Background: an optimization exercise with open tools, aiming at small area, a short achievable clock period and few clock cycles per item. Do not read the settings as production practice.
Only simulation tests tie the RTL to the original design; equivalence was not proved.

--- flow/design.v ---
`timescale 1ns / 1ps
package dd_pkg;
  localparam int unsigned DAY_W   = 5;
  localparam int unsigned MONTH_W = 4;
  localparam int unsigned YEAR_W  = 14;
  localparam int unsigned DIFF_W  = 23;
endpackage
`timescale 1ns / 1ps
module date_difference_days_top #(
  parameter int unsigned YEAR_MAX = 9999
) (
  input  logic                      clk_i,
  input  logic                      rst_ni,
  input  logic                      valid_i,
  output logic                      stall_o,
  input  logic [dd_pkg::DAY_W-1:0]   first_day_i,
  input  logic [dd_pkg::MONTH_W-1:0] first_month_i,
  input  logic [dd_pkg::YEAR_W-1:0]  first_year_i,
  input  logic [dd_pkg::DAY_W-1:0]   second_day_i,
  input  logic [dd_pkg::MONTH_W-1:0] second_month_i,
  input  logic [dd_pkg::YEAR_W-1:0]  second_year_i,
  output logic                      valid_o,
  input  logic                      stall_i,
  output logic [dd_pkg::DIFF_W-1:0]  day_difference_o
);
  logic valid_q;
  logic adv;
  logic hit;
  logic [3:0] flags_d, flags_q;
  assign flags_d = {second_year_i > 14'd9999, second_year_i == 14'd0,
                     first_year_i > 14'd9999, first_year_i == 14'd0};
  assign hit = (flags_d == flags_q);
  always_ff @(posedge clk_i or negedge rst_ni) begin
    if (!rst_ni) begin
      flags_q <= 4'd0;
    end else if (valid_i) begin
      flags_q <= flags_d;
    end
  end
  assign adv     = !(valid_q && stall_i);
  assign stall_o = !(adv && hit);
  assign valid_o = valid_q;
  logic [13:0] yc0, yc1;
  assign yc0 = flags_q[1] ? 14'd9999 : {first_year_i[13:1], first_year_i[0] | flags_q[0]};
  assign yc1 = flags_q[3] ? 14'd9999 : {second_year_i[13:1], second_year_i[0] | flags_q[2]};
  logic [11:0] q0, q1;
  assign q0 = yc0[13:2];
  assign q1 = yc1[13:2];
  logic [14:0] dlt;
  assign dlt = {1'b0, yc1} + {1'b0, ~yc0} + 15'd1;
  logic [8:0]  nb0;
  logic [22:0] bk1;
  always_comb begin
    logic [8:0] r;
    case (first_month_i)
      4'd0: r = 9'd511;
      4'd1: r = 9'd511;
      4'd2: r = 9'd480;
      4'd3: r = 9'd452;
      4'd4: r = 9'd421;
      4'd5: r = 9'd391;
      4'd6: r = 9'd360;
      4'd7: r = 9'd330;
      4'd8: r = 9'd299;
      4'd9: r = 9'd268;
      4'd10: r = 9'd238;
      4'd11: r = 9'd207;
      4'd12: r = 9'd177;
      4'd13: r = 9'd177;
      4'd14: r = 9'd177;
      4'd15: r = 9'd177;
      default: r = 9'd0;
    endcase
    nb0 = r;
  end
  always_comb begin
    logic [22:0] r;
    case (second_month_i)
      4'd0: r = 23'd1781079;
      4'd1: r = 23'd1781079;
      4'd2: r = 23'd1781110;
      4'd3: r = 23'd1781138;
      4'd4: r = 23'd1781169;
      4'd5: r = 23'd1781199;
      4'd6: r = 23'd1781230;
      4'd7: r = 23'd1781260;
      4'd8: r = 23'd1781291;
      4'd9: r = 23'd1781322;
      4'd10: r = 23'd1781352;
      4'd11: r = 23'd1781383;
      4'd12: r = 23'd1781413;
      4'd13: r = 23'd1781413;
      4'd14: r = 23'd1781413;
      4'd15: r = 23'd1781413;
      default: r = 23'd0;
    endcase
    bk1 = r;
  end
  logic d0_s1;
  assign d0_s1 = q0[0] ^ q0[3] ^ ~q0[8];
  logic d0_c2;
  assign d0_c2 = (q0[0] & q0[3]) | (q0[0] & ~q0[8]) | (q0[3] & ~q0[8]);
  logic d0_s3;
  assign d0_s3 = q0[1] ^ q0[4] ^ ~q0[9];
  logic d0_c4;
  assign d0_c4 = (q0[1] & q0[4]) | (q0[1] & ~q0[9]) | (q0[4] & ~q0[9]);
  logic d0_s5;
  assign d0_s5 = q0[0] ^ q0[2] ^ q0[5];
  logic d0_c6;
  assign d0_c6 = (q0[0] & q0[2]) | (q0[0] & q0[5]) | (q0[2] & q0[5]);
  logic d0_s7;
  assign d0_s7 = ~q0[10] ^ d0_c4 ^ d0_s5;
  logic d0_c8;
  assign d0_c8 = (~q0[10] & d0_c4) | (~q0[10] & d0_s5) | (d0_c4 & d0_s5);
  logic d0_s9;
  assign d0_s9 = q0[1] ^ q0[3] ^ q0[6];
  logic d0_c10;
  assign d0_c10 = (q0[1] & q0[3]) | (q0[1] & q0[6]) | (q0[3] & q0[6]);
  logic d0_s11;
  assign d0_s11 = ~q0[11] ^ d0_c6 ^ d0_s9;
  logic d0_c12;
  assign d0_c12 = (~q0[11] & d0_c6) | (~q0[11] & d0_s9) | (d0_c6 & d0_s9);
  logic d0_s13;
  assign d0_s13 = ~(q0[2] ^ q0[4]);
  logic d0_c14;
  assign d0_c14 = q0[2] | q0[4];
  logic d0_s15;
  assign d0_s15 = q0[7] ^ d0_c10 ^ d0_s13;
  logic d0_c16;
  assign d0_c16 = (q0[7] & d0_c10) | (q0[7] & d0_s13) | (d0_c10 & d0_s13);
  logic d0_s17;
  assign d0_s17 = ~(q0[3] ^ q0[5]);
  logic d0_c18;
  assign d0_c18 = q0[3] | q0[5];
  logic d0_s19;
  assign d0_s19 = q0[8] ^ d0_c14 ^ d0_s17;
  logic d0_c20;
  assign d0_c20 = (q0[8] & d0_c14) | (q0[8] & d0_s17) | (d0_c14 & d0_s17);
  logic d0_s21;
  assign d0_s21 = ~(q0[4] ^ q0[6]);
  logic d0_c22;
  assign d0_c22 = q0[4] | q0[6];
  logic d0_s23;
  assign d0_s23 = q0[9] ^ d0_c18 ^ d0_s21;
  logic d0_c24;
  assign d0_c24 = (q0[9] & d0_c18) | (q0[9] & d0_s21) | (d0_c18 & d0_s21);
  logic d0_s25;
  assign d0_s25 = ~(q0[5] ^ q0[7]);
  logic d0_c26;
  assign d0_c26 = q0[5] | q0[7];
  logic d0_s27;
  assign d0_s27 = q0[10] ^ d0_c22 ^ d0_s25;
  logic d0_c28;
  assign d0_c28 = (q0[10] & d0_c22) | (q0[10] & d0_s25) | (d0_c22 & d0_s25);
  logic d0_s29;
  assign d0_s29 = ~(q0[6] ^ q0[8]);
  logic d0_c30;
  assign d0_c30 = q0[6] | q0[8];
  logic d0_s31;
  assign d0_s31 = q0[11] ^ d0_c26 ^ d0_s29;
  logic d0_c32;
  assign d0_c32 = (q0[11] & d0_c26) | (q0[11] & d0_s29) | (d0_c26 & d0_s29);
  logic d0_s33;
  assign d0_s33 = ~(q0[7] ^ q0[9]);
  logic d0_c34;
  assign d0_c34 = q0[7] | q0[9];
  logic d0_h35;
  assign d0_h35 = d0_c30 ^ d0_s33;
  logic d0_k36;
  assign d0_k36 = d0_c30 & d0_s33;
  logic d0_s37;
  assign d0_s37 = ~(q0[8] ^ q0[10]);
  logic d0_c38;
  assign d0_c38 = q0[8] | q0[10];
  logic d0_h39;
  assign d0_h39 = d0_c34 ^ d0_s37;
  logic d0_k40;
  assign d0_k40 = d0_c34 & d0_s37;
  logic d0_s41;
  assign d0_s41 = ~(q0[9] ^ q0[11]);
  logic d0_c42;
  assign d0_c42 = q0[9] | q0[11];
  logic d0_h43;
  assign d0_h43 = d0_c38 ^ d0_s41;
  logic d0_k44;
  assign d0_k44 = d0_c38 & d0_s41;
  logic d0_s45;
  assign d0_s45 = ~(q0[10] ^ d0_c42);
  logic d0_c46;
  assign d0_c46 = q0[10] | d0_c42;
  logic d0_s47;
  assign d0_s47 = ~(q0[11] ^ d0_c46);
  logic [21:0] p0;
  assign p0 = {d0_s47, d0_k44, d0_k40, d0_k36, d0_c32, d0_c28, d0_c24, d0_c20, d0_c16, d0_c12, d0_c8, d0_s7, d0_c2, d0_s1, q0[2], q0[1], q0[0], ~q0[4], ~q0[3], ~q0[2], ~q0[1], ~q0[0]} + {1'b0, d0_s45, d0_h43, d0_h39, d0_h35, d0_s31, d0_s27, d0_s23, d0_s19, d0_s15, d0_s11, 1'b0, d0_s3, 1'b0, ~q0[7], ~q0[6], ~q0[5], 1'b0, 1'b0, 1'b0, 1'b0, 1'b1};
  logic d1_s48;
  assign d1_s48 = q1[0] ^ q1[3] ^ ~q1[8];
  logic d1_c49;
  assign d1_c49 = (q1[0] & q1[3]) | (q1[0] & ~q1[8]) | (q1[3] & ~q1[8]);
  logic d1_s50;
  assign d1_s50 = q1[1] ^ q1[4] ^ ~q1[9];
  logic d1_c51;
  assign d1_c51 = (q1[1] & q1[4]) | (q1[1] & ~q1[9]) | (q1[4] & ~q1[9]);
  logic d1_s52;
  assign d1_s52 = q1[0] ^ q1[2] ^ q1[5];
  logic d1_c53;
  assign d1_c53 = (q1[0] & q1[2]) | (q1[0] & q1[5]) | (q1[2] & q1[5]);
  logic d1_s54;
  assign d1_s54 = ~q1[10] ^ d1_c51 ^ d1_s52;
  logic d1_c55;
  assign d1_c55 = (~q1[10] & d1_c51) | (~q1[10] & d1_s52) | (d1_c51 & d1_s52);
  logic d1_s56;
  assign d1_s56 = q1[1] ^ q1[3] ^ q1[6];
  logic d1_c57;
  assign d1_c57 = (q1[1] & q1[3]) | (q1[1] & q1[6]) | (q1[3] & q1[6]);
  logic d1_s58;
  assign d1_s58 = ~q1[11] ^ d1_c53 ^ d1_s56;
  logic d1_c59;
  assign d1_c59 = (~q1[11] & d1_c53) | (~q1[11] & d1_s56) | (d1_c53 & d1_s56);
  logic d1_s60;
  assign d1_s60 = ~(q1[2] ^ q1[4]);
  logic d1_c61;
  assign d1_c61 = q1[2] | q1[4];
  logic d1_s62;
  assign d1_s62 = q1[7] ^ d1_c57 ^ d1_s60;
  logic d1_c63;
  assign d1_c63 = (q1[7] & d1_c57) | (q1[7] & d1_s60) | (d1_c57 & d1_s60);
  logic d1_s64;
  assign d1_s64 = ~(q1[3] ^ q1[5]);
  logic d1_c65;
  assign d1_c65 = q1[3] | q1[5];
  logic d1_s66;
  assign d1_s66 = q1[8] ^ d1_c61 ^ d1_s64;
  logic d1_c67;
  assign d1_c67 = (q1[8] & d1_c61) | (q1[8] & d1_s64) | (d1_c61 & d1_s64);
  logic d1_s68;
  assign d1_s68 = ~(q1[4] ^ q1[6]);
  logic d1_c69;
  assign d1_c69 = q1[4] | q1[6];
  logic d1_s70;
  assign d1_s70 = q1[9] ^ d1_c65 ^ d1_s68;
  logic d1_c71;
  assign d1_c71 = (q1[9] & d1_c65) | (q1[9] & d1_s68) | (d1_c65 & d1_s68);
  logic d1_s72;
  assign d1_s72 = ~(q1[5] ^ q1[7]);
  logic d1_c73;
  assign d1_c73 = q1[5] | q1[7];
  logic d1_s74;
  assign d1_s74 = q1[10] ^ d1_c69 ^ d1_s72;
  logic d1_c75;
  assign d1_c75 = (q1[10] & d1_c69) | (q1[10] & d1_s72) | (d1_c69 & d1_s72);
  logic d1_s76;
  assign d1_s76 = ~(q1[6] ^ q1[8]);
  logic d1_c77;
  assign d1_c77 = q1[6] | q1[8];
  logic d1_s78;
  assign d1_s78 = q1[11] ^ d1_c73 ^ d1_s76;
  logic d1_c79;
  assign d1_c79 = (q1[11] & d1_c73) | (q1[11] & d1_s76) | (d1_c73 & d1_s76);
  logic d1_s80;
  assign d1_s80 = ~(q1[7] ^ q1[9]);
  logic d1_c81;
  assign d1_c81 = q1[7] | q1[9];
  logic d1_h82;
  assign d1_h82 = d1_c77 ^ d1_s80;
  logic d1_k83;
  assign d1_k83 = d1_c77 & d1_s80;
  logic d1_s84;
  assign d1_s84 = ~(q1[8] ^ q1[10]);
  logic d1_c85;
  assign d1_c85 = q1[8] | q1[10];
  logic d1_h86;
  assign d1_h86 = d1_c81 ^ d1_s84;
  logic d1_k87;
  assign d1_k87 = d1_c81 & d1_s84;
  logic d1_s88;
  assign d1_s88 = ~(q1[9] ^ q1[11]);
  logic d1_c89;
  assign d1_c89 = q1[9] | q1[11];
  logic d1_h90;
  assign d1_h90 = d1_c85 ^ d1_s88;
  logic d1_k91;
  assign d1_k91 = d1_c85 & d1_s88;
  logic d1_s92;
  assign d1_s92 = ~(q1[10] ^ d1_c89);
  logic d1_c93;
  assign d1_c93 = q1[10] | d1_c89;
  logic d1_s94;
  assign d1_s94 = ~(q1[11] ^ d1_c93);
  logic [21:0] p1;
  assign p1 = {d1_s94, d1_k91, d1_k87, d1_k83, d1_c79, d1_c75, d1_c71, d1_c67, d1_c63, d1_c59, d1_c55, d1_s54, d1_c49, d1_s48, q1[2], q1[1], q1[0], ~q1[4], ~q1[3], ~q1[2], ~q1[1], ~q1[0]} + {1'b0, d1_s92, d1_h90, d1_h86, d1_h82, d1_s78, d1_s74, d1_s70, d1_s66, d1_s62, d1_s58, 1'b0, d1_s50, 1'b0, ~q1[7], ~q1[6], ~q1[5], 1'b0, 1'b0, 1'b0, 1'b0, 1'b1};
  logic [6:0] c0_d, c1_d;
  logic       lj0_d, lj1_d;
  assign c0_d  = p0[21:15];
  assign c1_d  = p1[21:15];
  assign lj0_d = (yc0[1:0] == 2'd0) && ((p0[14:10] != 5'd0) || (p0[16:15] == 2'd0))
                 && (first_month_i <= 4'd2);
  assign lj1_d = (yc1[1:0] == 2'd0) && ((p1[14:10] != 5'd0) || (p1[16:15] == 2'd0))
                 && (second_month_i <= 4'd2);
  logic a_s95;
  assign a_s95 = second_day_i[0] ^ ~first_day_i[0] ^ q1[0];
  logic a_c96;
  assign a_c96 = (second_day_i[0] & ~first_day_i[0]) | (second_day_i[0] & q1[0]) | (~first_day_i[0] & q1[0]);
  logic a_s97;
  assign a_s97 = ~q0[0] ^ nb0[0] ^ bk1[0];
  logic a_c98;
  assign a_c98 = (~q0[0] & nb0[0]) | (~q0[0] & bk1[0]) | (nb0[0] & bk1[0]);
  logic a_h99;
  assign a_h99 = a_s95 ^ a_s97;
  logic a_k100;
  assign a_k100 = a_s95 & a_s97;
  logic a_s101;
  assign a_s101 = second_day_i[1] ^ ~first_day_i[1] ^ q1[1];
  logic a_c102;
  assign a_c102 = (second_day_i[1] & ~first_day_i[1]) | (second_day_i[1] & q1[1]) | (~first_day_i[1] & q1[1]);
  logic a_s103;
  assign a_s103 = ~q0[1] ^ nb0[1] ^ bk1[1];
  logic a_c104;
  assign a_c104 = (~q0[1] & nb0[1]) | (~q0[1] & bk1[1]) | (nb0[1] & bk1[1]);
  logic a_s105;
  assign a_s105 = a_c96 ^ a_s101 ^ a_c98;
  logic a_c106;
  assign a_c106 = (a_c96 & a_s101) | (a_c96 & a_c98) | (a_s101 & a_c98);
  logic a_s107;
  assign a_s107 = a_s103 ^ a_k100 ^ a_s105;
  logic a_c108;
  assign a_c108 = (a_s103 & a_k100) | (a_s103 & a_s105) | (a_k100 & a_s105);
  logic a_h109;
  assign a_h109 = ~dlt[0] ^ ~dlt[1];
  logic a_k110;
  assign a_k110 = ~dlt[0] & ~dlt[1];
  logic a_s111;
  assign a_s111 = second_day_i[2] ^ ~first_day_i[2] ^ q1[2];
  logic a_c112;
  assign a_c112 = (second_day_i[2] & ~first_day_i[2]) | (second_day_i[2] & q1[2]) | (~first_day_i[2] & q1[2]);
  logic a_s113;
  assign a_s113 = ~q0[2] ^ nb0[2] ^ bk1[2];
  logic a_c114;
  assign a_c114 = (~q0[2] & nb0[2]) | (~q0[2] & bk1[2]) | (nb0[2] & bk1[2]);
  logic a_s115;
  assign a_s115 = a_c102 ^ a_s111 ^ a_c104;
  logic a_c116;
  assign a_c116 = (a_c102 & a_s111) | (a_c102 & a_c104) | (a_s111 & a_c104);
  logic a_s117;
  assign a_s117 = a_s113 ^ a_c106 ^ a_s115;
  logic a_c118;
  assign a_c118 = (a_s113 & a_c106) | (a_s113 & a_s115) | (a_c106 & a_s115);
  logic a_s119;
  assign a_s119 = ~dlt[1] ^ ~dlt[2] ^ a_c108;
  logic a_c120;
  assign a_c120 = (~dlt[1] & ~dlt[2]) | (~dlt[1] & a_c108) | (~dlt[2] & a_c108);
  logic a_h121;
  assign a_h121 = a_k110 ^ a_s117;
  logic a_k122;
  assign a_k122 = a_k110 & a_s117;
  logic a_s123;
  assign a_s123 = second_day_i[3] ^ ~first_day_i[3] ^ q1[3];
  logic a_c124;
  assign a_c124 = (second_day_i[3] & ~first_day_i[3]) | (second_day_i[3] & q1[3]) | (~first_day_i[3] & q1[3]);
  logic a_s125;
  assign a_s125 = ~q0[3] ^ nb0[3] ^ bk1[3];
  logic a_c126;
  assign a_c126 = (~q0[3] & nb0[3]) | (~q0[3] & bk1[3]) | (nb0[3] & bk1[3]);
  logic a_s127;
  assign a_s127 = a_c112 ^ a_s123 ^ a_c114;
  logic a_c128;
  assign a_c128 = (a_c112 & a_s123) | (a_c112 & a_c114) | (a_s123 & a_c114);
  logic a_s129;
  assign a_s129 = a_s125 ^ a_c116 ^ a_s127;
  logic a_c130;
  assign a_c130 = (a_s125 & a_c116) | (a_s125 & a_s127) | (a_c116 & a_s127);
  logic a_s131;
  assign a_s131 = ~dlt[2] ^ ~dlt[3] ^ a_c118;
  logic a_c132;
  assign a_c132 = (~dlt[2] & ~dlt[3]) | (~dlt[2] & a_c118) | (~dlt[3] & a_c118);
  logic a_s133;
  assign a_s133 = a_s129 ^ a_k122 ^ a_c120;
  logic a_c134;
  assign a_c134 = (a_s129 & a_k122) | (a_s129 & a_c120) | (a_k122 & a_c120);
  logic a_s135;
  assign a_s135 = second_day_i[4] ^ ~first_day_i[4] ^ q1[4];
  logic a_c136;
  assign a_c136 = (second_day_i[4] & ~first_day_i[4]) | (second_day_i[4] & q1[4]) | (~first_day_i[4] & q1[4]);
  logic a_s137;
  assign a_s137 = ~q0[4] ^ nb0[4] ^ bk1[4];
  logic a_c138;
  assign a_c138 = (~q0[4] & nb0[4]) | (~q0[4] & bk1[4]) | (nb0[4] & bk1[4]);
  logic a_s139;
  assign a_s139 = a_c124 ^ a_s135 ^ a_c126;
  logic a_c140;
  assign a_c140 = (a_c124 & a_s135) | (a_c124 & a_c126) | (a_s135 & a_c126);
  logic a_s141;
  assign a_s141 = a_s137 ^ a_c128 ^ a_s139;
  logic a_c142;
  assign a_c142 = (a_s137 & a_c128) | (a_s137 & a_s139) | (a_c128 & a_s139);
  logic a_s143;
  assign a_s143 = ~dlt[0] ^ ~dlt[3] ^ ~dlt[4];
  logic a_c144;
  assign a_c144 = (~dlt[0] & ~dlt[3]) | (~dlt[0] & ~dlt[4]) | (~dlt[3] & ~dlt[4]);
  logic a_s145;
  assign a_s145 = a_c130 ^ a_s141 ^ a_s143;
  logic a_c146;
  assign a_c146 = (a_c130 & a_s141) | (a_c130 & a_s143) | (a_s141 & a_s143);
  logic a_h147;
  assign a_h147 = a_c132 ^ a_s145;
  logic a_k148;
  assign a_k148 = a_c132 & a_s145;
  logic a_s149;
  assign a_s149 = q1[5] ^ ~q0[5] ^ nb0[5];
  logic a_c150;
  assign a_c150 = (q1[5] & ~q0[5]) | (q1[5] & nb0[5]) | (~q0[5] & nb0[5]);
  logic a_s151;
  assign a_s151 = bk1[5] ^ a_c136 ^ a_c138;
  logic a_c152;
  assign a_c152 = (bk1[5] & a_c136) | (bk1[5] & a_c138) | (a_c136 & a_c138);
  logic a_s153;
  assign a_s153 = a_s149 ^ a_c140 ^ a_s151;
  logic a_c154;
  assign a_c154 = (a_s149 & a_c140) | (a_s149 & a_s151) | (a_c140 & a_s151);
  logic a_s155;
  assign a_s155 = ~dlt[1] ^ ~dlt[4] ^ ~dlt[5];
  logic a_c156;
  assign a_c156 = (~dlt[1] & ~dlt[4]) | (~dlt[1] & ~dlt[5]) | (~dlt[4] & ~dlt[5]);
  logic a_s157;
  assign a_s157 = a_c142 ^ a_s153 ^ a_c144;
  logic a_c158;
  assign a_c158 = (a_c142 & a_s153) | (a_c142 & a_c144) | (a_s153 & a_c144);
  logic a_s159;
  assign a_s159 = a_s155 ^ a_c146 ^ a_s157;
  logic a_c160;
  assign a_c160 = (a_s155 & a_c146) | (a_s155 & a_s157) | (a_c146 & a_s157);
  logic a_s161;
  assign a_s161 = q1[6] ^ ~q0[6] ^ nb0[6];
  logic a_c162;
  assign a_c162 = (q1[6] & ~q0[6]) | (q1[6] & nb0[6]) | (~q0[6] & nb0[6]);
  logic a_s163;
  assign a_s163 = bk1[6] ^ a_c150 ^ a_s161;
  logic a_c164;
  assign a_c164 = (bk1[6] & a_c150) | (bk1[6] & a_s161) | (a_c150 & a_s161);
  logic a_s165;
  assign a_s165 = a_c152 ^ a_s163 ^ ~dlt[2];
  logic a_c166;
  assign a_c166 = (a_c152 & a_s163) | (a_c152 & ~dlt[2]) | (a_s163 & ~dlt[2]);
  logic a_s167;
  assign a_s167 = ~dlt[5] ^ ~dlt[6] ^ a_c154;
  logic a_c168;
  assign a_c168 = (~dlt[5] & ~dlt[6]) | (~dlt[5] & a_c154) | (~dlt[6] & a_c154);
  logic a_s169;
  assign a_s169 = a_c156 ^ a_s165 ^ a_s167;
  logic a_c170;
  assign a_c170 = (a_c156 & a_s165) | (a_c156 & a_s167) | (a_s165 & a_s167);
  logic a_s171;
  assign a_s171 = a_c158 ^ a_s169 ^ a_c160;
  logic a_c172;
  assign a_c172 = (a_c158 & a_s169) | (a_c158 & a_c160) | (a_s169 & a_c160);
  logic a_s173;
  assign a_s173 = q1[7] ^ ~q0[7] ^ nb0[7];
  logic a_c174;
  assign a_c174 = (q1[7] & ~q0[7]) | (q1[7] & nb0[7]) | (~q0[7] & nb0[7]);
  logic a_s175;
  assign a_s175 = bk1[7] ^ a_c162 ^ a_s173;
  logic a_c176;
  assign a_c176 = (bk1[7] & a_c162) | (bk1[7] & a_s173) | (a_c162 & a_s173);
  logic a_s177;
  assign a_s177 = a_c164 ^ a_s175 ^ dlt[0];
  logic a_c178;
  assign a_c178 = (a_c164 & a_s175) | (a_c164 & dlt[0]) | (a_s175 & dlt[0]);
  logic a_s179;
  assign a_s179 = ~dlt[3] ^ ~dlt[6] ^ ~dlt[7];
  logic a_c180;
  assign a_c180 = (~dlt[3] & ~dlt[6]) | (~dlt[3] & ~dlt[7]) | (~dlt[6] & ~dlt[7]);
  logic a_s181;
  assign a_s181 = a_c166 ^ a_s177 ^ a_s179;
  logic a_c182;
  assign a_c182 = (a_c166 & a_s177) | (a_c166 & a_s179) | (a_s177 & a_s179);
  logic a_s183;
  assign a_s183 = a_c168 ^ a_s181 ^ a_c170;
  logic a_c184;
  assign a_c184 = (a_c168 & a_s181) | (a_c168 & a_c170) | (a_s181 & a_c170);
  logic a_s185;
  assign a_s185 = q1[8] ^ ~q0[8] ^ nb0[8];
  logic a_c186;
  assign a_c186 = (q1[8] & ~q0[8]) | (q1[8] & nb0[8]) | (~q0[8] & nb0[8]);
  logic a_s187;
  assign a_s187 = bk1[8] ^ a_c174 ^ a_s185;
  logic a_c188;
  assign a_c188 = (bk1[8] & a_c174) | (bk1[8] & a_s185) | (a_c174 & a_s185);
  logic a_s189;
  assign a_s189 = a_c176 ^ a_s187 ^ dlt[0];
  logic a_c190;
  assign a_c190 = (a_c176 & a_s187) | (a_c176 & dlt[0]) | (a_s187 & dlt[0]);
  logic a_s191;
  assign a_s191 = dlt[1] ^ ~dlt[4] ^ ~dlt[7];
  logic a_c192;
  assign a_c192 = (dlt[1] & ~dlt[4]) | (dlt[1] & ~dlt[7]) | (~dlt[4] & ~dlt[7]);
  logic a_s193;
  assign a_s193 = ~dlt[8] ^ a_c178 ^ a_c180;
  logic a_c194;
  assign a_c194 = (~dlt[8] & a_c178) | (~dlt[8] & a_c180) | (a_c178 & a_c180);
  logic a_s195;
  assign a_s195 = a_s189 ^ a_s191 ^ a_c182;
  logic a_c196;
  assign a_c196 = (a_s189 & a_s191) | (a_s189 & a_c182) | (a_s191 & a_c182);
  logic a_h197;
  assign a_h197 = a_s193 ^ a_s195;
  logic a_k198;
  assign a_k198 = a_s193 & a_s195;
  logic a_s199;
  assign a_s199 = q1[9] ^ ~q0[9] ^ bk1[9];
  logic a_c200;
  assign a_c200 = (q1[9] & ~q0[9]) | (q1[9] & bk1[9]) | (~q0[9] & bk1[9]);
  logic a_s201;
  assign a_s201 = a_c186 ^ a_s199 ^ a_c188;
  logic a_c202;
  assign a_c202 = (a_c186 & a_s199) | (a_c186 & a_c188) | (a_s199 & a_c188);
  logic a_s203;
  assign a_s203 = dlt[1] ^ dlt[2] ^ ~dlt[5];
  logic a_c204;
  assign a_c204 = (dlt[1] & dlt[2]) | (dlt[1] & ~dlt[5]) | (dlt[2] & ~dlt[5]);
  logic a_s205;
  assign a_s205 = ~dlt[8] ^ ~dlt[9] ^ a_s201;
  logic a_c206;
  assign a_c206 = (~dlt[8] & ~dlt[9]) | (~dlt[8] & a_s201) | (~dlt[9] & a_s201);
  logic a_s207;
  assign a_s207 = a_c190 ^ a_c192 ^ a_s203;
  logic a_c208;
  assign a_c208 = (a_c190 & a_c192) | (a_c190 & a_s203) | (a_c192 & a_s203);
  logic a_s209;
  assign a_s209 = a_s205 ^ a_c194 ^ a_s207;
  logic a_c210;
  assign a_c210 = (a_s205 & a_c194) | (a_s205 & a_s207) | (a_c194 & a_s207);
  logic a_h211;
  assign a_h211 = a_c196 ^ a_s209;
  logic a_k212;
  assign a_k212 = a_c196 & a_s209;
  logic a_s213;
  assign a_s213 = q1[10] ^ ~q0[10] ^ bk1[10];
  logic a_c214;
  assign a_c214 = (q1[10] & ~q0[10]) | (q1[10] & bk1[10]) | (~q0[10] & bk1[10]);
  logic a_s215;
  assign a_s215 = a_c200 ^ a_s213 ^ dlt[2];
  logic a_c216;
  assign a_c216 = (a_c200 & a_s213) | (a_c200 & dlt[2]) | (a_s213 & dlt[2]);
  logic a_s217;
  assign a_s217 = dlt[3] ^ ~dlt[6] ^ ~dlt[9];
  logic a_c218;
  assign a_c218 = (dlt[3] & ~dlt[6]) | (dlt[3] & ~dlt[9]) | (~dlt[6] & ~dlt[9]);
  logic a_s219;
  assign a_s219 = ~dlt[10] ^ a_c202 ^ a_c204;
  logic a_c220;
  assign a_c220 = (~dlt[10] & a_c202) | (~dlt[10] & a_c204) | (a_c202 & a_c204);
  logic a_s221;
  assign a_s221 = a_s215 ^ a_s217 ^ a_c206;
  logic a_c222;
  assign a_c222 = (a_s215 & a_s217) | (a_s215 & a_c206) | (a_s217 & a_c206);
  logic a_s223;
  assign a_s223 = a_c208 ^ a_s219 ^ a_s221;
  logic a_c224;
  assign a_c224 = (a_c208 & a_s219) | (a_c208 & a_s221) | (a_s219 & a_s221);
  logic a_s225;
  assign a_s225 = a_c210 ^ a_k212 ^ a_s223;
  logic a_c226;
  assign a_c226 = (a_c210 & a_k212) | (a_c210 & a_s223) | (a_k212 & a_s223);
  logic a_s227;
  assign a_s227 = q1[11] ^ ~q0[11] ^ bk1[11];
  logic a_c228;
  assign a_c228 = (q1[11] & ~q0[11]) | (q1[11] & bk1[11]) | (~q0[11] & bk1[11]);
  logic a_s229;
  assign a_s229 = a_c214 ^ a_s227 ^ dlt[3];
  logic a_c230;
  assign a_c230 = (a_c214 & a_s227) | (a_c214 & dlt[3]) | (a_s227 & dlt[3]);
  logic a_s231;
  assign a_s231 = dlt[4] ^ ~dlt[7] ^ ~dlt[10];
  logic a_c232;
  assign a_c232 = (dlt[4] & ~dlt[7]) | (dlt[4] & ~dlt[10]) | (~dlt[7] & ~dlt[10]);
  logic a_s233;
  assign a_s233 = ~dlt[11] ^ a_c216 ^ a_c218;
  logic a_c234;
  assign a_c234 = (~dlt[11] & a_c216) | (~dlt[11] & a_c218) | (a_c216 & a_c218);
  logic a_s235;
  assign a_s235 = a_s229 ^ a_s231 ^ a_c220;
  logic a_c236;
  assign a_c236 = (a_s229 & a_s231) | (a_s229 & a_c220) | (a_s231 & a_c220);
  logic a_s237;
  assign a_s237 = a_s233 ^ a_c222 ^ a_s235;
  logic a_c238;
  assign a_c238 = (a_s233 & a_c222) | (a_s233 & a_s235) | (a_c222 & a_s235);
  logic a_h239;
  assign a_h239 = a_c224 ^ a_s237;
  logic a_k240;
  assign a_k240 = a_c224 & a_s237;
  logic a_s241;
  assign a_s241 = bk1[12] ^ a_c228 ^ dlt[4];
  logic a_c242;
  assign a_c242 = (bk1[12] & a_c228) | (bk1[12] & dlt[4]) | (a_c228 & dlt[4]);
  logic a_s243;
  assign a_s243 = dlt[5] ^ ~dlt[8] ^ ~dlt[11];
  logic a_c244;
  assign a_c244 = (dlt[5] & ~dlt[8]) | (dlt[5] & ~dlt[11]) | (~dlt[8] & ~dlt[11]);
  logic a_s245;
  assign a_s245 = ~dlt[12] ^ a_c230 ^ a_c232;
  logic a_c246;
  assign a_c246 = (~dlt[12] & a_c230) | (~dlt[12] & a_c232) | (a_c230 & a_c232);
  logic a_s247;
  assign a_s247 = a_s241 ^ a_s243 ^ a_c234;
  logic a_c248;
  assign a_c248 = (a_s241 & a_s243) | (a_s241 & a_c234) | (a_s243 & a_c234);
  logic a_s249;
  assign a_s249 = a_s245 ^ a_c236 ^ a_s247;
  logic a_c250;
  assign a_c250 = (a_s245 & a_c236) | (a_s245 & a_s247) | (a_c236 & a_s247);
  logic a_h251;
  assign a_h251 = a_c238 ^ a_s249;
  logic a_k252;
  assign a_k252 = a_c238 & a_s249;
  logic a_s253;
  assign a_s253 = bk1[13] ^ dlt[5] ^ dlt[6];
  logic a_c254;
  assign a_c254 = (bk1[13] & dlt[5]) | (bk1[13] & dlt[6]) | (dlt[5] & dlt[6]);
  logic a_s255;
  assign a_s255 = ~dlt[9] ^ ~dlt[12] ^ ~dlt[13];
  logic a_c256;
  assign a_c256 = (~dlt[9] & ~dlt[12]) | (~dlt[9] & ~dlt[13]) | (~dlt[12] & ~dlt[13]);
  logic a_s257;
  assign a_s257 = a_c242 ^ a_c244 ^ a_s253;
  logic a_c258;
  assign a_c258 = (a_c242 & a_c244) | (a_c242 & a_s253) | (a_c244 & a_s253);
  logic a_s259;
  assign a_s259 = a_s255 ^ a_c246 ^ a_s257;
  logic a_c260;
  assign a_c260 = (a_s255 & a_c246) | (a_s255 & a_s257) | (a_c246 & a_s257);
  logic a_s261;
  assign a_s261 = a_c248 ^ a_s259 ^ a_c250;
  logic a_c262;
  assign a_c262 = (a_c248 & a_s259) | (a_c248 & a_c250) | (a_s259 & a_c250);
  logic a_s263;
  assign a_s263 = bk1[14] ^ dlt[6] ^ dlt[7];
  logic a_c264;
  assign a_c264 = (bk1[14] & dlt[6]) | (bk1[14] & dlt[7]) | (dlt[6] & dlt[7]);
  logic a_s265;
  assign a_s265 = ~dlt[10] ^ ~dlt[13] ^ ~dlt[14];
  logic a_c266;
  assign a_c266 = (~dlt[10] & ~dlt[13]) | (~dlt[10] & ~dlt[14]) | (~dlt[13] & ~dlt[14]);
  logic a_s267;
  assign a_s267 = a_c254 ^ a_c256 ^ a_s263;
  logic a_c268;
  assign a_c268 = (a_c254 & a_c256) | (a_c254 & a_s263) | (a_c256 & a_s263);
  logic a_s269;
  assign a_s269 = a_s265 ^ a_c258 ^ a_s267;
  logic a_c270;
  assign a_c270 = (a_s265 & a_c258) | (a_s265 & a_s267) | (a_c258 & a_s267);
  logic a_h271;
  assign a_h271 = a_c260 ^ a_s269;
  logic a_k272;
  assign a_k272 = a_c260 & a_s269;
  logic a_s273;
  assign a_s273 = bk1[15] ^ dlt[7] ^ dlt[8];
  logic a_c274;
  assign a_c274 = (bk1[15] & dlt[7]) | (bk1[15] & dlt[8]) | (dlt[7] & dlt[8]);
  logic a_s275;
  assign a_s275 = ~dlt[11] ^ ~dlt[14] ^ a_c264;
  logic a_c276;
  assign a_c276 = (~dlt[11] & ~dlt[14]) | (~dlt[11] & a_c264) | (~dlt[14] & a_c264);
  logic a_s277;
  assign a_s277 = a_c266 ^ a_s273 ^ a_c268;
  logic a_c278;
  assign a_c278 = (a_c266 & a_s273) | (a_c266 & a_c268) | (a_s273 & a_c268);
  logic a_s279;
  assign a_s279 = a_s275 ^ a_c270 ^ a_s277;
  logic a_c280;
  assign a_c280 = (a_s275 & a_c270) | (a_s275 & a_s277) | (a_c270 & a_s277);
  logic a_s281;
  assign a_s281 = bk1[16] ^ dlt[8] ^ dlt[9];
  logic a_c282;
  assign a_c282 = (bk1[16] & dlt[8]) | (bk1[16] & dlt[9]) | (dlt[8] & dlt[9]);
  logic a_s283;
  assign a_s283 = ~dlt[12] ^ a_c274 ^ a_s281;
  logic a_c284;
  assign a_c284 = (~dlt[12] & a_c274) | (~dlt[12] & a_s281) | (a_c274 & a_s281);
  logic a_s285;
  assign a_s285 = a_c276 ^ a_s283 ^ a_c278;
  logic a_c286;
  assign a_c286 = (a_c276 & a_s283) | (a_c276 & a_c278) | (a_s283 & a_c278);
  logic a_s287;
  assign a_s287 = bk1[17] ^ dlt[9] ^ dlt[10];
  logic a_c288;
  assign a_c288 = (bk1[17] & dlt[9]) | (bk1[17] & dlt[10]) | (dlt[9] & dlt[10]);
  logic a_s289;
  assign a_s289 = ~dlt[13] ^ a_c282 ^ a_s287;
  logic a_c290;
  assign a_c290 = (~dlt[13] & a_c282) | (~dlt[13] & a_s287) | (a_c282 & a_s287);
  logic a_h291;
  assign a_h291 = a_c284 ^ a_s289;
  logic a_k292;
  assign a_k292 = a_c284 & a_s289;
  logic a_s293;
  assign a_s293 = bk1[18] ^ dlt[10] ^ dlt[11];
  logic a_c294;
  assign a_c294 = (bk1[18] & dlt[10]) | (bk1[18] & dlt[11]) | (dlt[10] & dlt[11]);
  logic a_s295;
  assign a_s295 = ~dlt[14] ^ a_c288 ^ a_s293;
  logic a_c296;
  assign a_c296 = (~dlt[14] & a_c288) | (~dlt[14] & a_s293) | (a_c288 & a_s293);
  logic a_h297;
  assign a_h297 = a_c290 ^ a_s295;
  logic a_k298;
  assign a_k298 = a_c290 & a_s295;
  logic a_s299;
  assign a_s299 = bk1[19] ^ dlt[11] ^ dlt[12];
  logic a_c300;
  assign a_c300 = (bk1[19] & dlt[11]) | (bk1[19] & dlt[12]) | (dlt[11] & dlt[12]);
  logic a_s301;
  assign a_s301 = a_c294 ^ a_s299 ^ a_c296;
  logic a_c302;
  assign a_c302 = (a_c294 & a_s299) | (a_c294 & a_c296) | (a_s299 & a_c296);
  logic a_s303;
  assign a_s303 = bk1[20] ^ dlt[12] ^ dlt[13];
  logic a_c304;
  assign a_c304 = (bk1[20] & dlt[12]) | (bk1[20] & dlt[13]) | (dlt[12] & dlt[13]);
  logic a_h305;
  assign a_h305 = a_c300 ^ a_s303;
  logic a_k306;
  assign a_k306 = a_c300 & a_s303;
  logic a_s307;
  assign a_s307 = bk1[21] ^ dlt[13] ^ dlt[14];
  logic a_c308;
  assign a_c308 = (bk1[21] & dlt[13]) | (bk1[21] & dlt[14]) | (dlt[13] & dlt[14]);
  logic a_h309;
  assign a_h309 = a_c304 ^ a_s307;
  logic a_k310;
  assign a_k310 = a_c304 & a_s307;
  logic a_s311;
  assign a_s311 = bk1[22] ^ dlt[14] ^ a_c308;
  logic [22:0] sa_d, sb_d;
  assign sa_d = {a_k310, a_k306, a_c302, a_k298, a_k292, a_c286, a_c280, a_k272, a_c262, a_k252, a_k240, a_c226, a_s225, a_k198, a_c184, a_c172, a_s171, a_k148, a_c134, a_s131, a_s119, a_s107, ~dlt[0]};
  assign sb_d = {a_s311, a_h309, a_h305, a_s301, a_h297, a_h291, a_s285, a_s279, a_h271, a_s261, a_h251, a_h239, 1'b0, a_h211, a_h197, a_s183, 1'b0, a_s159, a_h147, a_s133, a_h121, a_h109, a_h99};
  logic [22:0] sa_q, sb_q;
  logic [6:0]  c0_q, c1_q;
  logic [0:0]  lj0_q, lj1_q;
  always_ff @(posedge clk_i) begin
    if (adv) begin
      sa_q  <= sa_d;
      sb_q  <= sb_d;
      c0_q  <= c0_d;
      c1_q  <= c1_d;
      lj0_q <= lj0_d;
      lj1_q <= lj1_d;
    end
  end
  always_ff @(posedge clk_i or negedge rst_ni) begin
    if (!rst_ni) begin
      valid_q <= 1'b0;
    end else if (adv) begin
      valid_q <= valid_i && hit;
    end
  end
  logic b_s312;
  assign b_s312 = sa_q[0] ^ sb_q[0] ^ ~c1_q[0];
  logic b_c313;
  assign b_c313 = (sa_q[0] & sb_q[0]) | (sa_q[0] & ~c1_q[0]) | (sb_q[0] & ~c1_q[0]);
  logic b_s314;
  assign b_s314 = c0_q[0] ^ c1_q[2] ^ ~c0_q[2];
  logic b_c315;
  assign b_c315 = (c0_q[0] & c1_q[2]) | (c0_q[0] & ~c0_q[2]) | (c1_q[2] & ~c0_q[2]);
  logic b_s316;
  assign b_s316 = ~lj1_q[0] ^ lj0_q[0] ^ b_s312;
  logic b_c317;
  assign b_c317 = (~lj1_q[0] & lj0_q[0]) | (~lj1_q[0] & b_s312) | (lj0_q[0] & b_s312);
  logic b_s318;
  assign b_s318 = sa_q[1] ^ sb_q[1] ^ ~c1_q[1];
  logic b_c319;
  assign b_c319 = (sa_q[1] & sb_q[1]) | (sa_q[1] & ~c1_q[1]) | (sb_q[1] & ~c1_q[1]);
  logic b_s320;
  assign b_s320 = c0_q[1] ^ c1_q[3] ^ ~c0_q[3];
  logic b_c321;
  assign b_c321 = (c0_q[1] & c1_q[3]) | (c0_q[1] & ~c0_q[3]) | (c1_q[3] & ~c0_q[3]);
  logic b_s322;
  assign b_s322 = b_c313 ^ b_c315 ^ b_s318;
  logic b_c323;
  assign b_c323 = (b_c313 & b_c315) | (b_c313 & b_s318) | (b_c315 & b_s318);
  logic b_s324;
  assign b_s324 = b_s320 ^ b_c317 ^ b_s322;
  logic b_c325;
  assign b_c325 = (b_s320 & b_c317) | (b_s320 & b_s322) | (b_c317 & b_s322);
  logic b_s326;
  assign b_s326 = sa_q[2] ^ sb_q[2] ^ ~c1_q[2];
  logic b_c327;
  assign b_c327 = (sa_q[2] & sb_q[2]) | (sa_q[2] & ~c1_q[2]) | (sb_q[2] & ~c1_q[2]);
  logic b_s328;
  assign b_s328 = c0_q[2] ^ c1_q[4] ^ ~c0_q[4];
  logic b_c329;
  assign b_c329 = (c0_q[2] & c1_q[4]) | (c0_q[2] & ~c0_q[4]) | (c1_q[4] & ~c0_q[4]);
  logic b_s330;
  assign b_s330 = b_c319 ^ b_c321 ^ b_s326;
  logic b_c331;
  assign b_c331 = (b_c319 & b_c321) | (b_c319 & b_s326) | (b_c321 & b_s326);
  logic b_s332;
  assign b_s332 = b_s328 ^ b_c323 ^ b_s330;
  logic b_c333;
  assign b_c333 = (b_s328 & b_c323) | (b_s328 & b_s330) | (b_c323 & b_s330);
  logic b_s334;
  assign b_s334 = sa_q[3] ^ sb_q[3] ^ ~c1_q[3];
  logic b_c335;
  assign b_c335 = (sa_q[3] & sb_q[3]) | (sa_q[3] & ~c1_q[3]) | (sb_q[3] & ~c1_q[3]);
  logic b_s336;
  assign b_s336 = c0_q[3] ^ c1_q[5] ^ ~c0_q[5];
  logic b_c337;
  assign b_c337 = (c0_q[3] & c1_q[5]) | (c0_q[3] & ~c0_q[5]) | (c1_q[5] & ~c0_q[5]);
  logic b_s338;
  assign b_s338 = b_c327 ^ b_c329 ^ b_s334;
  logic b_c339;
  assign b_c339 = (b_c327 & b_c329) | (b_c327 & b_s334) | (b_c329 & b_s334);
  logic b_s340;
  assign b_s340 = b_s336 ^ b_c331 ^ b_s338;
  logic b_c341;
  assign b_c341 = (b_s336 & b_c331) | (b_s336 & b_s338) | (b_c331 & b_s338);
  logic b_s342;
  assign b_s342 = sa_q[4] ^ sb_q[4] ^ ~c1_q[4];
  logic b_c343;
  assign b_c343 = (sa_q[4] & sb_q[4]) | (sa_q[4] & ~c1_q[4]) | (sb_q[4] & ~c1_q[4]);
  logic b_s344;
  assign b_s344 = c0_q[4] ^ c1_q[6] ^ ~c0_q[6];
  logic b_c345;
  assign b_c345 = (c0_q[4] & c1_q[6]) | (c0_q[4] & ~c0_q[6]) | (c1_q[6] & ~c0_q[6]);
  logic b_s346;
  assign b_s346 = b_c335 ^ b_c337 ^ b_s342;
  logic b_c347;
  assign b_c347 = (b_c335 & b_c337) | (b_c335 & b_s342) | (b_c337 & b_s342);
  logic b_s348;
  assign b_s348 = b_s344 ^ b_c339 ^ b_s346;
  logic b_c349;
  assign b_c349 = (b_s344 & b_c339) | (b_s344 & b_s346) | (b_c339 & b_s346);
  logic b_s350;
  assign b_s350 = sa_q[5] ^ sb_q[5] ^ ~c1_q[5];
  logic b_c351;
  assign b_c351 = (sa_q[5] & sb_q[5]) | (sa_q[5] & ~c1_q[5]) | (sb_q[5] & ~c1_q[5]);
  logic b_s352;
  assign b_s352 = c0_q[5] ^ b_c343 ^ b_c345;
  logic b_c353;
  assign b_c353 = (c0_q[5] & b_c343) | (c0_q[5] & b_c345) | (b_c343 & b_c345);
  logic b_s354;
  assign b_s354 = b_s350 ^ b_c347 ^ b_s352;
  logic b_c355;
  assign b_c355 = (b_s350 & b_c347) | (b_s350 & b_s352) | (b_c347 & b_s352);
  logic b_s356;
  assign b_s356 = sa_q[6] ^ sb_q[6] ^ ~c1_q[6];
  logic b_c357;
  assign b_c357 = (sa_q[6] & sb_q[6]) | (sa_q[6] & ~c1_q[6]) | (sb_q[6] & ~c1_q[6]);
  logic b_s358;
  assign b_s358 = c0_q[6] ^ b_c351 ^ b_s356;
  logic b_c359;
  assign b_c359 = (c0_q[6] & b_c351) | (c0_q[6] & b_s356) | (b_c351 & b_s356);
  logic b_h360;
  assign b_h360 = b_c353 ^ b_s358;
  logic b_k361;
  assign b_k361 = b_c353 & b_s358;
  logic b_s362;
  assign b_s362 = sa_q[7] ^ sb_q[7] ^ b_c357;
  logic b_c363;
  assign b_c363 = (sa_q[7] & sb_q[7]) | (sa_q[7] & b_c357) | (sb_q[7] & b_c357);
  logic b_h364;
  assign b_h364 = b_c359 ^ b_s362;
  logic b_k365;
  assign b_k365 = b_c359 & b_s362;
  logic b_s366;
  assign b_s366 = sa_q[8] ^ sb_q[8] ^ b_c363;
  logic b_c367;
  assign b_c367 = (sa_q[8] & sb_q[8]) | (sa_q[8] & b_c363) | (sb_q[8] & b_c363);
  logic b_h368;
  assign b_h368 = sa_q[9] ^ sb_q[9];
  logic b_k369;
  assign b_k369 = sa_q[9] & sb_q[9];
  logic b_h370;
  assign b_h370 = sa_q[10] ^ sb_q[10];
  logic b_k371;
  assign b_k371 = sa_q[10] & sb_q[10];
  logic b_h372;
  assign b_h372 = sa_q[11] ^ sb_q[11];
  logic b_k373;
  assign b_k373 = sa_q[11] & sb_q[11];
  logic b_h374;
  assign b_h374 = sa_q[12] ^ sb_q[12];
  logic b_k375;
  assign b_k375 = sa_q[12] & sb_q[12];
  logic b_h376;
  assign b_h376 = sa_q[13] ^ sb_q[13];
  logic b_k377;
  assign b_k377 = sa_q[13] & sb_q[13];
  logic b_h378;
  assign b_h378 = sa_q[14] ^ sb_q[14];
  logic b_k379;
  assign b_k379 = sa_q[14] & sb_q[14];
  logic b_h380;
  assign b_h380 = sa_q[15] ^ sb_q[15];
  logic b_k381;
  assign b_k381 = sa_q[15] & sb_q[15];
  logic b_h382;
  assign b_h382 = sa_q[16] ^ sb_q[16];
  logic b_k383;
  assign b_k383 = sa_q[16] & sb_q[16];
  logic b_h384;
  assign b_h384 = sa_q[17] ^ sb_q[17];
  logic b_k385;
  assign b_k385 = sa_q[17] & sb_q[17];
  logic b_h386;
  assign b_h386 = sa_q[18] ^ sb_q[18];
  logic b_k387;
  assign b_k387 = sa_q[18] & sb_q[18];
  logic b_h388;
  assign b_h388 = sa_q[19] ^ sb_q[19];
  logic b_k389;
  assign b_k389 = sa_q[19] & sb_q[19];
  logic b_h390;
  assign b_h390 = sa_q[20] ^ sb_q[20];
  logic b_k391;
  assign b_k391 = sa_q[20] & sb_q[20];
  logic b_h392;
  assign b_h392 = sa_q[21] ^ sb_q[21];
  logic b_k393;
  assign b_k393 = sa_q[21] & sb_q[21];
  logic b_h394;
  assign b_h394 = sa_q[22] ^ sb_q[22];
  assign day_difference_o = {b_k393, b_k391, b_k389, b_k387, b_k385, b_k383, b_k381, b_k379, b_k377, b_k375, b_k373, b_k371, b_k369, b_c367, b_k365, b_k361, b_c355, b_c349, b_c341, b_c333, b_c325, b_s324, b_s314} + {b_h394, b_h392, b_h390, b_h388, b_h386, b_h384, b_h382, b_h380, b_h378, b_h376, b_h374, b_h372, b_h370, b_h368, b_s366, b_h364, b_h360, b_s354, b_s348, b_s340, b_s332, 1'b0, b_s316};
endmodule
--- flow/run.sh ---
#!/bin/bash
# synth_recipe.tcl (not shown) runs the flow's synth.tcl, then flattens the netlist and writes it again
# the make line also repeats each setting of config.mk as NAME=value (left out here)
make -C /OpenROAD-flow-scripts/flow DESIGN_CONFIG=/design/flow/config.mk WORK_HOME=/design/flow/orfs CLKGATE_MAP_FILE= SYNTH_SCRIPT=/design/flow/synth_recipe.tcl finish
--- flow/config.mk ---
export PLATFORM = sky130hd
export DESIGN_NAME = date_difference_days_top
export DESIGN_NICKNAME = date_difference_days_top
export VERILOG_FILES = /design/flow/design.v
export SDC_FILE = /design/flow/constraint.sdc
export NUM_CORES = 4
export LEC_CHECK = 0
export CAP_MARGIN = 20
export CORE_MARGIN = 2
export CORE_UTILIZATION = 70
export SLEW_MARGIN = 20
--- flow/constraint.sdc ---
create_clock -name core_clock -period 5.5 [get_ports {clk_i}]
set_input_delay 1.1000 -clock core_clock [delete_from_list [all_inputs] [get_ports {clk_i}]]
set_output_delay 1.1000 -clock core_clock [all_outputs]
set_load 0.01 [all_outputs]
==> reports/metrics.yaml, run 1 <==
place_congestion: 0.977
ys_ff_latch: 65
clkSlewWorstSetupHoldPaths_ns: 0.06
fmax_mhz: 176
routed_via_density: 5.96
top_layer: "met4"
yosysWarnings: 1
period_share: 1.03
cts_made_buffers: 9
hold_depth: 2
fillers: 703
wl_met1_mm: 11.2
tightest_slew_ns: 0.868
htree_levels: 3
dieArea_um2: 15200
critPathKind: "flip-flop to output port"
crit_end: "day_difference_o[19]"
synth-main-ff-cell: "edfxtp_1"
fin_nets: 1505
die_h_um: 123
synth_fp_nets: 1317
slew_violations: 0
worst_slack_ns: -0.190
gr-total-overflow: 0
die_w_um: 123
grt_pass1_wl_mm: 42.4
grt_pass1_vias: 8526
core_um2: 13900
worstReg2RegEnd: "sb_q[13]$_DFFE_PN_"
rsz0062_at_grt: "true"
synth_area_per_cell_um2: 9.82
fin_setup_tns_ns: -0.777
cp.arrival_ns: 4.59
wl_met3_mm: 1.94
wl_met2_mm: 14.3
grt_max_degree: 62
reg2reg_depth: 16
post-dp-hpwl_mm: 22.1
drive_above_1_share: 0.178
async_flop_share: 0.0769
cts_tree: "yes"
fin_util: 0.880
cts_buffer_depth: 2
io_pins: 75
drc_errors: 0
start_util: 0.717
n_antenna_cell: 0
antenna_found_initial: 0
wl_mm: 28.5
cp_max_fo: 3
drv_cap: 0
min_path_type: "flip-flop to flip-flop"
routedWlPerCell_um: 20.5
fin_skew_ns: 0.00648
status: "failed layout checks"
pre_cts_slack_ns: -0.385
root_buffer: "clkbuf_16"
rows: 43
drt_pass1_iterations: 6
hold_viol_final: 0
track_usage: 0.381
vias: 8272
final_common_cell: "inv_1"
slew_headroom: 0.406
violatedChecks: "setup timing"
ff2ff_setup_slack_ns: 0.41
finalSetupViolCount: 6
clock-sinks: 65
mostFrequentLayoutCells: "inv_1, ha_1, buf_4"
yosysSeqAreaShare: 0.194
worstSkewPairLatency_ns: 0.35
io_buffers: 74
synth_cells: 1014
timing.rr.start: "flags_q[3]$_DFFE_PN0P_"
area.growth.synth_to_final_pct: 22.8
seqCellArea_um2: 1930
period_needed_ns: 5.69
ant_nets: 0
dr.first_iter.drc_count: 743
critPathLaunch: "c1_q[2]$_DFFE_PN_"
synth.distinct_cells: 75
synth_edf_count: 60
crit_required_ns: 4.40
cp-start-kind: "flip-flop"
cp-end-kind: "output port"
multiInputGateArea_um2: 7380
syn-cell-area_um2: 9950
## timing repair
item                                    4_1_cts  5_1_grt
endpoints found under the setup margin       13       18
setup buffers                                 3        4
pin swaps                                     5       22
hold buffers                                  0        0
gates resized for setup                      42       48
## stage by stage
stage               area [um2]  hold WS [ns]  cells
floorplan                 9950         0.519   1014
global placement         11700         0.541   1364
detailed placement       11700         0.555   1364
CTS                      12100         0.563   1383
global route             12200         0.582   1387
finish                   12200         0.574   1387
## registers in the layout, summed over array words and instances (netlist names)
name,count
c0_q,7
sa_q,23
valid_q,1
flags_q,4
lj1_q,1
lj0_q,1
c1_q,7
sb_q,21
## cells in the mapped netlist (5+ instances only)
cell	count	share of area
inv_1	207	0.078
ha_1	142	0.18
fa_1	111	0.22
xnor2_1	61	0.054
edfxtp_1	60	0.18
nor2_1	51	0.019
nand2_1	44	0.017
o21ai_0	40	0.020
a21oi_1	38	0.019
xor2_1	22	0.019
nor3_1	18	0.0091
a21o_1	15	0.011
o21bai_1	14	0.011
nand3_1	13	0.0065
o21a_1	11	0.0083
nor2b_1	10	0.0063
a31oi_1	9	0.0057
nand2b_1	8	0.0050
or2_2	8	0.0050
a211oi_1	7	0.0053
buf_2	7	0.0035
or3_1	7	0.0044
a31o_2	6	0.0053
maj3_1	6	0.0060
mux2i_1	6	0.0060
nor4_1	6	0.0038
and2_1	5	0.0031
dfrtp_1	5	0.013
## area by class of cell
cell class | instances | area share
multi-input cells | 723 | 0.604
clock buffers | 9 | 0.0184
well taps | 180 | 0.0184
inverters | 211 | 0.0648
flip-flops and latches | 65 | 0.158
clock inverters | 7 | 0.00573
repair buffers | 192 | 0.131
## routing by layer
layer / vias up / track usage
li1: 3751 / -
met1: 4066 / 0.488
met2: 366 / 0.650
met3: 89 / 0.0613
met4: 0 / 0.148
met5: - / 0
## critical path: stages, from the launching register on
cell      delay, ns
edfxtp_1       0.35
inv_2          0.05
fa_1           0.56
fa_1           0.45
fa_1           0.69
ha_4           0.27
a31oi_4        0.18
o21bai_4       0.08
a211o_1        0.30
a31oi_4        0.24
o21ai_4        0.09
a41o_1         0.33
buf_6          0.13
o41ai_4        0.21
xnor2_1        0.15
buf_2          0.14
## cells by family after synthesis
kind of cell / share of synthesized area
multiplexers: 0.00943
flip-flops: 0.194
XOR/XNOR: 0.0830
adder cells (fa/ha/maj): 0.408
buffers and inverters: 0.0884
AO/OA/AOI/OAI: 0.123
AND/OR/NAND/NOR: 0.0949
## worst min path at each step
stage / to / slack, ns / startpoint
after global routing: flags_q[2]$_DFFE_PN0P_ / 0.58 / flags_q[2]$_DFFE_PN0P_
after global placement: flags_q[0]$_DFFE_PN0P_ / 0.54 / flags_q[0]$_DFFE_PN0P_
after CTS: flags_q[2]$_DFFE_PN0P_ / 0.56 / flags_q[2]$_DFFE_PN0P_
final: flags_q[2]$_DFFE_PN0P_ / 0.57 / flags_q[2]$_DFFE_PN0P_
after detailed placement: flags_q[2]$_DFFE_PN0P_ / 0.56 / flags_q[2]$_DFFE_PN0P_
after floorplan: flags_q[0]$_DFFE_PN0P_ / 0.52 / flags_q[0]$_DFFE_PN0P_
==> run 2, diff against run 1 <==
--- a/flow/config.mk
+++ b/flow/config.mk
@@ -8,4 +8,6 @@
 export CAP_MARGIN = 20
 export CORE_MARGIN = 2
 export CORE_UTILIZATION = 70
+export GPL_ROUTABILITY_DRIVEN = 0
+export GPL_TIMING_DRIVEN = 0
 export SLEW_MARGIN = 20
==> reports/metrics.yaml, run 2 <==
hold_viol_final: 0
rows: 43
routedWlPerCell_um: 18.9
fmax_mhz: 178
dieArea_um2: 15200
synthTopCellsByArea: "fa_1, edfxtp_1, ha_1"
synth_top_area_frac: 0.223
synth-main-ff-cell: "edfxtp_1"
fin_setup_tns_ns: -0.322
final_cell_area_um2: 11700
dp_cells: 1266
area.growth.synth_to_final_pct: 18.0
period_share: 1.02
io_pins: 75
tightest_slew_ns: 0.946
grt_pass1_wl_mm: 37.7
pre_cts_slack_ns: -0.865
reg2reg_depth: 17
cp-end-kind: "output port"
synth.distinct_cells: 75
yosysSeqAreaShare: 0.194
dr.first_iter.drc_count: 735
fin_nets: 1420
die_w_um: 123
fin_cells: 1302
largest_register_ffs: 23
antenna_found_initial: 0
worst_slack_ns: -0.127
slew_headroom: 0.365
track_usage: 0.334
status: "failed layout checks"
yosysMostFrequentCell: "inv_1"
cts_tree: "yes"
syn-cell-area_um2: 9950
grt_max_degree: 60
cts_hold_buf: 0
cts_buffer_depth: 2
grt_pass1_vias: 7749
final_common_cell: "inv_1"
synth_area_per_cell_um2: 9.82
clock-sinks: 65
post-dp-hpwl_mm: 18.6
ff2ff_setup_slack_ns: 0.16
io_buffers: 71
seqCellArea_um2: 1930
cp-start-kind: "flip-flop"
htree_levels: 3
fillers: 826
cp_max_fo: 3
ant_nets: 0
min_path_type: "flip-flop to flip-flop"
dpl_cell_area_um2: 10900
fin_skew_ns: 0.00561
start_util: 0.717
root_buffer: "clkbuf_16"
crit_required_ns: 4.40
cts_made_buffers: 9
largest-register: "sa_q"
finalSetupViolCount: 4
period_needed_ns: 5.63
mostFrequentLayoutCells: "inv_1, ha_1, fa_1"
routed_via_density: 5.94
multiInputGateArea_um2: 7510
clkSlewWorstSetupHoldPaths_ns: 0.06
die_h_um: 123
top_regs: "sa_q x23, sb_q x21"
worstReg2RegEnd: "sa_q[10]$_DFFE_PN_"
ys_ff_latch: 65
crit_end: "day_difference_o[21]"
n_antenna_cell: 0
async_flop_share: 0.0769
timing.rr.start: "flags_q[1]$_DFFE_PN0P_"
drv_cap: 0
critPathLaunch: "sa_q[2]$_DFFE_PN_"
vias: 7738
gr-total-overflow: 0
critPathKind: "flip-flop to output port"
synth_cells: 1014
slew_violations: 0
synth_fp_nets: 1317
violatedChecks: "setup timing"
rsz0062_at_grt: "true"
yosys.area.top_type: "fa_1"
drt_pass1_iterations: 5
yosysWarnings: 1
fin_util: 0.846
synth_edf_count: 60
cp.arrival_ns: 4.53
drc_errors: 0
drive_above_1_share: 0.131
wl_mm: 24.5
worstSkewPairLatency_ns: 0.35
core_um2: 13900
synthTopCellsByCount: "inv_1, ha_1, fa_1, xnor2_1, edfxtp_1"
run 2: cell counts after synthesis:
No cell type changed its count.
run 2: cells by family after synthesis:
logic type | synth area share
AOI/OAI and AO/OA | 0.123
adders and majority gates | 0.408
and+or+nand+nor | 0.0949
buffers and inverters | 0.0884
DFF | 0.194
xor gates and xnor gates | 0.0830
muxes | 0.00943
run 2: what timing repair did:
item,in CTS,in global routing
setup endpoints to repair,28,22
setup buffers,6,14
resized for setup,67,56
pin swaps,15,25
run 2: final cells by class:
type / count / share of cell area
buffer: 15 / 0.00746
clock buffer: 11 / 0.0198
timing repair buffer: 92 / 0.0737
inverter: 211 / 0.0676
tap: 180 / 0.0192
sequential: 65 / 0.164
multi-input combinational: 723 / 0.639
clock inverter: 5 / 0.00884
run 2: worst min-delay path by stage:
stage / from / endpoint / cells after the start
after floorplan: flags_q[0]$_DFFE_PN0P_ / flags_q[0]$_DFFE_PN0P_ / 2
after global placement: flags_q[0]$_DFFE_PN0P_ / flags_q[0]$_DFFE_PN0P_ / 2
after detailed placement: flags_q[0]$_DFFE_PN0P_ / flags_q[0]$_DFFE_PN0P_ / 2
after CTS: flags_q[0]$_DFFE_PN0P_ / flags_q[0]$_DFFE_PN0P_ / 2
after global routing: flags_q[0]$_DFFE_PN0P_ / flags_q[0]$_DFFE_PN0P_ / 2
final: flags_q[0]$_DFFE_PN0P_ / flags_q[0]$_DFFE_PN0P_ / 2
run 2: worst max-delay path, stage by stage, from the launching register on:
cell      delay [ns]
edfxtp_1        0.41
fa_1            0.58
fa_1            0.44
fa_1            0.55
ha_4            0.23
a31oi_4         0.23
o21bai_4        0.10
a211o_1         0.33
a31oi_4         0.26
o21ai_4         0.09
a41o_1          0.30
buf_6           0.14
buf_6           0.11
o21ai_2         0.14
xnor2_1         0.12
buf_2           0.14
run 2: metrics by stage:
| step | hold slack, ns |
|---|---|
| floorplan | 0.519 |
| global placement | 0.539 |
| detailed placement | 0.557 |
| CTS | 0.566 |
| global route | 0.602 |
| finish | 0.572 |
run 2: per-layer routing:
layer / GRT usage / up-vias / share of wire
met2: 0.556 / 295 / 0.49
met3: 0.0673 / 68 / 0.069
met4: 0.119 / 0 / 0.032
met1: 0.435 / 3783 / 0.41
li1: - / 3592 / -
met5: 0 / - / 0
==> run 3, diff against run 2 <==
==> flow/flow/run.sh (new file) <==
#!/bin/bash
# Standard layout, with the port buffers made of sky130_fd_sc_hd__buf_2 cells instead of the
# buffer_ports default. All output goes to flow.log in the work folder.
set -o pipefail
export BUFFER_PORTS_ARGS="-buffer_cell sky130_fd_sc_hd__buf_2"
bash standard.sh > flow.log 2>&1
==> flow/standard.sh (new file) <==
#!/bin/bash
# synth_recipe.tcl (not shown) runs the flow's synth.tcl, then flattens the netlist and writes it again
# the make line also repeats each setting of config.mk as NAME=value (left out here)
make -C /OpenROAD-flow-scripts/flow DESIGN_CONFIG=/design/flow/config.mk WORK_HOME=/design/flow/orfs CLKGATE_MAP_FILE= SYNTH_SCRIPT=/design/flow/synth_recipe.tcl "${@:-finish}"
removed: flow/run.sh
==> reports/metrics.yaml, run 3 <==
status: "failed layout checks"
violatedChecks: "setup timing"
synth_fp_nets: 1317
io_pins: 75
die_h_um: 123
drt_pass1_iterations: 5
htree_levels: 3
grt_pass1_wl_mm: 35.8
final_common_cell: "inv_1"
core_um2: 13900
io_buffers: 71
cp_top_family: "adder cells"
cp-start-kind: "flip-flop"
yosys.area.top_type: "fa_1"
synth.distinct_cells: 75
die_w_um: 123
drive_above_1_share: 0.154
finalSetupViolCount: 1
synth_edf_count: 60
rows: 43
pre_cts_slack_ns: -0.479
cp_slowest_cell: "fa_2"
antenna_found_initial: 3
start_util: 0.717
hold_viol_final: 0
top_regs: "sa_q x23, sb_q x21"
yosysWarnings: 1
routed_via_density: 5.77
min_path_type: "input pin to asynchronous set/reset pin"
fmax_mhz: 181
cts_buffer_depth: 2
largest-register: "sa_q"
largest_register_ffs: 23
syn-cell-area_um2: 9950
dr.first_iter.drc_count: 516
area.growth.synth_to_final_pct: 11.8
ys_ff_latch: 65
root_buffer: "clkbuf_16"
post-dp-hpwl_mm: 18.5
synthTopCellsByCount: "inv_1, ha_1, fa_1, xnor2_1, edfxtp_1"
synth_area_per_cell_um2: 9.82
worst_slack_ns: -0.0336
track_usage: 0.318
synthSimpleGateAreaFrac: 0.0949
grt_max_degree: 61
clock-sinks: 65
yosysMostFrequentCell: "inv_1"
grt_pass1_vias: 7452
ant_nets: 0
gr-total-overflow: 0
drv_cap: 0
synth-main-ff-cell: "edfxtp_1"
cp_max_fo: 3
yosysSeqAreaShare: 0.194
critPathKind: "flip-flop to output port"
drc_errors: 0
synthTopCellsByArea: "fa_1, edfxtp_1, ha_1"
synthAdderAreaFrac: 0.408
cts_tree: "yes"
fin_nets: 1405
synth-compound-area-share: 0.123
mostFrequentLayoutCells: "inv_1, ha_1, fa_1"
synth_mux_area_frac: 0.00943
synthXorXnorAreaFrac: 0.0830
synth_top_family_by_area: "adder cells"
crit_required_ns: 4.40
slew_headroom: 0.352
cp_cell_sequence: "fa_1, fa_1, fa_2, ha_4, a31oi_4, o21bai_4, a211o_1, a31oi_4, o21ai_2, a41o_1, o41ai_2, xnor2_1, buf_2"
slew_violations: 0
-- run 3: cell counts after synthesis --
No cell type changed its count.
-- run 3: through the flow --
step	area [um2]	util	hold WS [ns]	instances	TNS [ns]
detailed placement	10600	0.761	0.552	1266	-3.19
global route	11100	0.802	0.561	1287	-0.256
floorplan	9950	-	0.519	1014	0
global placement	10500	0.759	0.539	1265	-2.89
finish	11100	0.802	0.550	1287	-0.0336
CTS	11000	0.792	0.548	1282	0
-- run 3: kinds of logic (layout without fill, tap and decap cells) --
group	Yosys count	in the layout
muxes	9	9
and+or+nand+nor	188	188
adders and majority gates	259	259
xor gates and xnor gates	88	88
DFF	65	65
buffers and inverters	226	319
AOI/OAI and AO/OA	179	179
-- run 3: timing repair --
| item | in CTS | in global routing |
|---|---|---|
| gates resized for setup | 19 | 21 |
| pin swaps | 4 | 14 |
| endpoints found under the setup margin | 13 | 17 |
| buffers inserted | 0 | 5 |
-- run 3: cell type report --
class,count,area [um2]
tap,180,225
clock inverter,6,115
buffer,15,90.1
sequential,65,1930
timing repair buffer,77,420
fill,932,2760
inverter,211,796
clock buffer,10,229
multi-input combinational,723,7320
-- run 3: layer usage --
metal	GRT usage	wire length [um]	share of wire	vias up
met5	0	39	0.0017	-
met3	0.0632	1360	0.060	59
met1	0.411	9590	0.42	3609
met2	0.527	10900	0.48	189
li1	-	-	-	3559
met4	0.124	742	0.033	6
-- run 3: worst reg2reg max path: stages, from the launching register on --
cell	delay, ns
dfrtp_1	0.47
clkbuf_4	0.23
inv_1	0.20
nand2_1	0.18
inv_1	0.22
ha_1	0.36
and3_1	0.19
a32oi_2	0.26
o31ai_4	0.14
or2_2	0.30
a31oi_2	0.25
xor2_2	0.29
inv_1	0.19
fa_1	0.45
inv_1	0.08
fa_1	0.41
inv_1	0.08
fa_1	0.41
inv_1	0.07
ha_1	0.22
-- run 3: path summary, 6_finish.rpt --
check / startpoint / endpoint / slack, ns / cells past startpoint
min in group core_clock: flags_q[0]$_DFFE_PN0P_ / flags_q[0]$_DFFE_PN0P_ / 0.56 / 2
setup / recovery: sb_q[2]$_DFFE_PN_ / day_difference_o[19] / -0.03 / 13
setup reg to reg: flags_q[3]$_DFFE_PN0P_ / sb_q[12]$_DFFE_PN_ / 0.23 / 19
hold / removal: rst_ni / valid_q$_DFFE_PN0N_ / 0.55 / 1
hold reg to reg: flags_q[0]$_DFFE_PN0P_ / flags_q[0]$_DFFE_PN0P_ / 0.56 / 2
max in group asynchronous: rst_ni / flags_q[3]$_DFFE_PN0P_ / 4.82 / 1

[re-timing with driven ports]
No port has a modelled driver above. Below, the same layouts with a new extraction and two added sets of constraints.
Step 1 (the two cells are an assumption about what drives the block):
set clk [get_ports {clk_i}]
set_driving_cell -lib_cell sky130_fd_sc_hd__clkbuf_16 $clk
set_driving_cell -lib_cell sky130_fd_sc_hd__buf_2 [delete_from_list [all_inputs] $clk]
Step 2 also shifts input and output timing later by t, the mid clock arrival at the registers, as if the neighbouring blocks saw the same clock.
a / b / c = no drivers / after step 1 / after step 2; a / b = the first two.
run	shift t [ns]	setup slack, ns	cell pins on the clock port's net
run 1	0.396	-0.190 / -0.236 / -0.220	1
run 2	0.388	-0.127 / -0.171 / -0.343	1
run 3	0.390	-0.034 / -0.077 / -0.193	1
For run 2, which loses most, drivers alone change the setup slack by -0.044 ns; drivers and shift together by -0.216 ns.
